Source: an optimization exercise on an open RTL-to-GDS flow (aim: a short achievable clock period and few clock cycles). Production flows keep margins and buffers that such runs may drop.
Only simulation tests tie the RTL to the original design; equivalence was not proved.
Power figures rest on the tool's default switching activity, not on a simulated workload.

## rv_core
module rv_core (
    input  logic               clk_b,
    input  logic               reset,
    input  rv_core_pkg::word_t imem_inst,
    input  rv_core_pkg::word_t dmem_rdata,
    output rv_core_pkg::word_t imem_addr,
    output rv_core_pkg::word_t dmem_addr,
    output rv_core_pkg::word_t dmem_wdata,
    output logic               dmem_wen,
    output logic               exit
);
    localparam logic [rv_core_pkg::R_N-1:0] RSEL_LINK = 1 << rv_core_pkg::R_LINK;
    rv_core_pkg::word_t      pc;
    logic                    exit_r;
    logic                    d_valid;
    rv_core_pkg::word_t      d_pc, d_pc4, d_off, d_imm;
    logic [12:0]             d_low;
    logic [31:13]            d_hi_inc, d_hi_dec;
    logic                    d_far, d_c13, d_fits, d_jalr0, d_pred_sign;
    rv_core_pkg::reg_addr_t  d_rs1, d_rs2, d_rd;
    logic [2:0]              d_f3;
    logic                    d_pred, d_uses_rs1, d_uses_rs2, d_writes_rd, d_load, d_store;
    logic                    d_branch, d_jalr_e, d_a_pc, d_a_zero, d_b_imm, d_sra, d_slow;
    logic [rv_core_pkg::R_N-1:0] d_rsel;
  ...
make LEC_CHECK=0 ABC_CLOCK_PERIOD_IN_PS=2000 CAP_MARGIN=20 CORE_MARGIN=2 CORE_UTILIZATION=40 SETUP_SLACK_MARGIN=5 SLEW_MARGIN=20 finish   # period 7.5 ns
run.sh (not shown) runs the stock make flow with config.mk's settings and CLKGATE_MAP_FILE= SYNTH_SCRIPT=/design/flow/synth_recipe.tcl, a recipe that flattens the netlist after the stock synthesis.
Testbench counts at the start, summed over its fixed seeds: cycles 38,466.
Rerun with:
--- a/flow/design.v
+++ b/flow/design.v
@@ -147,26 +147,26 @@
     assign sum  = a + b;
     assign diff = a - b;
     assign eq  = (a == b);
     assign lt  = ($signed(a) < $signed(b));
     assign ltu = (a < b);
     assign sll_out = a << b[4:0];
     assign sr_out  = $signed({sra & a[31], a}) >>> b[4:0];
     always_comb begin
         fast = '0;
         if (rsel[rv_core_pkg::R_ADD])  fast = fast | sum;
-        if (rsel[rv_core_pkg::R_SUB])  fast = fast | diff;
         if (rsel[rv_core_pkg::R_AND])  fast = fast | (a & b);
         if (rsel[rv_core_pkg::R_OR])   fast = fast | (a | b);
         if (rsel[rv_core_pkg::R_XOR])  fast = fast | (a ^ b);
-        if (rsel[rv_core_pkg::R_LINK]) fast = fast | link;
         result = fast;
+        if (rsel[rv_core_pkg::R_SUB])  result = result | diff;
+        if (rsel[rv_core_pkg::R_LINK]) result = result | link;
         if (rsel[rv_core_pkg::R_SLL])  result = result | sll_out;
         if (rsel[rv_core_pkg::R_SR])   result = result | sr_out;
         if (rsel[rv_core_pkg::R_SLT])  result = result | {31'b0, lt};
         if (rsel[rv_core_pkg::R_SLTU]) result = result | {31'b0, ltu};
     end
     assign br_wrong = ((br_sel[0] & eq) | (br_sel[1] & lt) | (br_sel[2] & ltu)) ^ br_inv;
 endmodule
 `timescale 1ns/1ns
 module rv_core (
     input  logic               clk_b,
@@ -223,22 +223,22 @@
         .sum      (e_sum),
         .fast     (e_fast),
         .result   (e_result),
         .br_wrong (e_wrong)
     );
     assign za      = (e_a == 32'd0);
     assign zb      = (e_b == 32'd0);
     assign z_eq    = za & zb;
     assign z_lt    = e_a[31] | (~e_b[31] & ~zb);
     assign z_ltu   = za & ~zb;
-    assign z_taken = e_f3[2] ? ((e_f3[1] ? z_ltu : z_lt) ^ e_f3[0]) : (z_eq ^ e_f3[0]);
-    assign redirect_z = e_branch && e_zc && (z_taken != e_pred) && !m_redirect && !e_kill;
+    assign z_taken = (e_bsel[0] & z_eq) | (e_bsel[1] & z_lt) | (e_bsel[2] & z_ltu);
+    assign redirect_z = e_branch && e_zc && (z_taken ^ e_binv) && !m_redirect && !e_kill;
     assign redirect_e = e_jalr | (e_branch & !e_zc & e_wrong);
     always_ff @(posedge clk_b or posedge reset) begin
         if (reset) begin
             m_wrf      <= 1'b0;
             m_load     <= 1'b0;
             m_wen      <= 1'b0;
             m_redirect <= 1'b0;
             m_jalr     <= 1'b0;
         end else begin
             m_wrf      <= e_wrf && !m_redirect && !e_kill;
@@ -357,24 +357,24 @@
     assign exit      = exit_r;
     assign pc4       = pc + 32'd4;
     assign at_end    = (pc == rv_core_pkg::PROGRAM_END);
     assign at_last   = (pc == rv_core_pkg::PROGRAM_END - 32'd4);
     always_ff @(posedge clk_b or posedge reset) begin
         if (reset) begin
             pc      <= rv_core_pkg::START_ADDR;
             exit_r  <= 1'b0;
             d_valid <= 1'b0;
         end else begin
-            if (m_redirect) begin
-                pc <= m_jalr ? {m_addr[31:1], 1'b0} : m_alt;
-            end else if (redirect_z) begin
+            if (redirect_z) begin
                 pc <= e_alt;
+            end else if (m_redirect) begin
+                pc <= m_jalr ? {m_addr[31:1], 1'b0} : m_alt;
             end else if (redirect_d) begin
                 pc <= d_tgt;
             end else if (!stall && !at_end) begin
                 pc <= f_pred ? f_target : pc4;
             end
             exit_r  <= !m_redirect && !redirect_z && !redirect_d &&
                        ((stall || at_end) ? at_end : (at_last && !f_pred));
             if (m_redirect || redirect_z || redirect_d) begin
                 d_valid <= 1'b0;
             end else if (!stall) begin
@@ -407,14 +407,15 @@
             d_load     <= f_load;
             d_store    <= f_store;
             d_branch   <= f_branch;
             d_jalr_e   <= f_jalr_e;
             d_a_pc     <= f_a_pc;
             d_a_zero   <= f_a_zero;
             d_b_imm    <= f_b_imm;
             d_sra      <= f_sra;
             d_rsel     <= f_rsel;
             d_slow     <= f_rsel[rv_core_pkg::R_SLL] | f_rsel[rv_core_pkg::R_SR] |
-                          f_rsel[rv_core_pkg::R_SLT] | f_rsel[rv_core_pkg::R_SLTU];
+                          f_rsel[rv_core_pkg::R_SLT] | f_rsel[rv_core_pkg::R_SLTU] |
+                          f_rsel[rv_core_pkg::R_SUB] | f_rsel[rv_core_pkg::R_LINK] | f_far;
         end
     end
 endmodule
Worst hold slack degrades by 0.013 ns; global-route usage goes up by 1.1 points; via count goes up by 1.6%; clock power goes up by 2.8%; die area goes down by 0.46%; clock skew goes down by 0.020 ns; maximum frequency goes down by 3.4%; synthesized area goes down by 0.46%; design area barely changes.
Testbench counts after the change, summed over its fixed seeds: cycles 38,469.

-- re-timing with driven ports --
The results above use ideal ports. As a check the final layouts listed here were re-extracted and re-timed, cells and wires unchanged. Step 1, drivers: a clkbuf_16 drives clk_b and a buf_2 each remaining input, both assumed. Step 2, shift: input delay + t, output delay - t, t = (earliest + latest rising clock arrival at the registers) / 2. This alone moves slack from input paths to output paths. Slacks: no drivers / after step 1 / after step 2; pairs: no drivers / after step 1.
run	t, ns	setup WS [ns]	worst hold slack (ns)	worst setup path at the end	slew at the worst register clock pin (ns)
the first run	0.914	4.181 / 4.181 / 3.404	0.369 / 0.369 / 0.369	input to register	0.07 / 0.07
the second run	0.925	4.063 / 4.063 / 3.369	0.355 / 0.355 / 0.355	input to register	0.07 / 0.07
After both steps setup and hold are still met in every run listed. The setup slack of the first run, which loses most, moves by 0.000 ns with the drivers and by -0.777 ns with both steps.
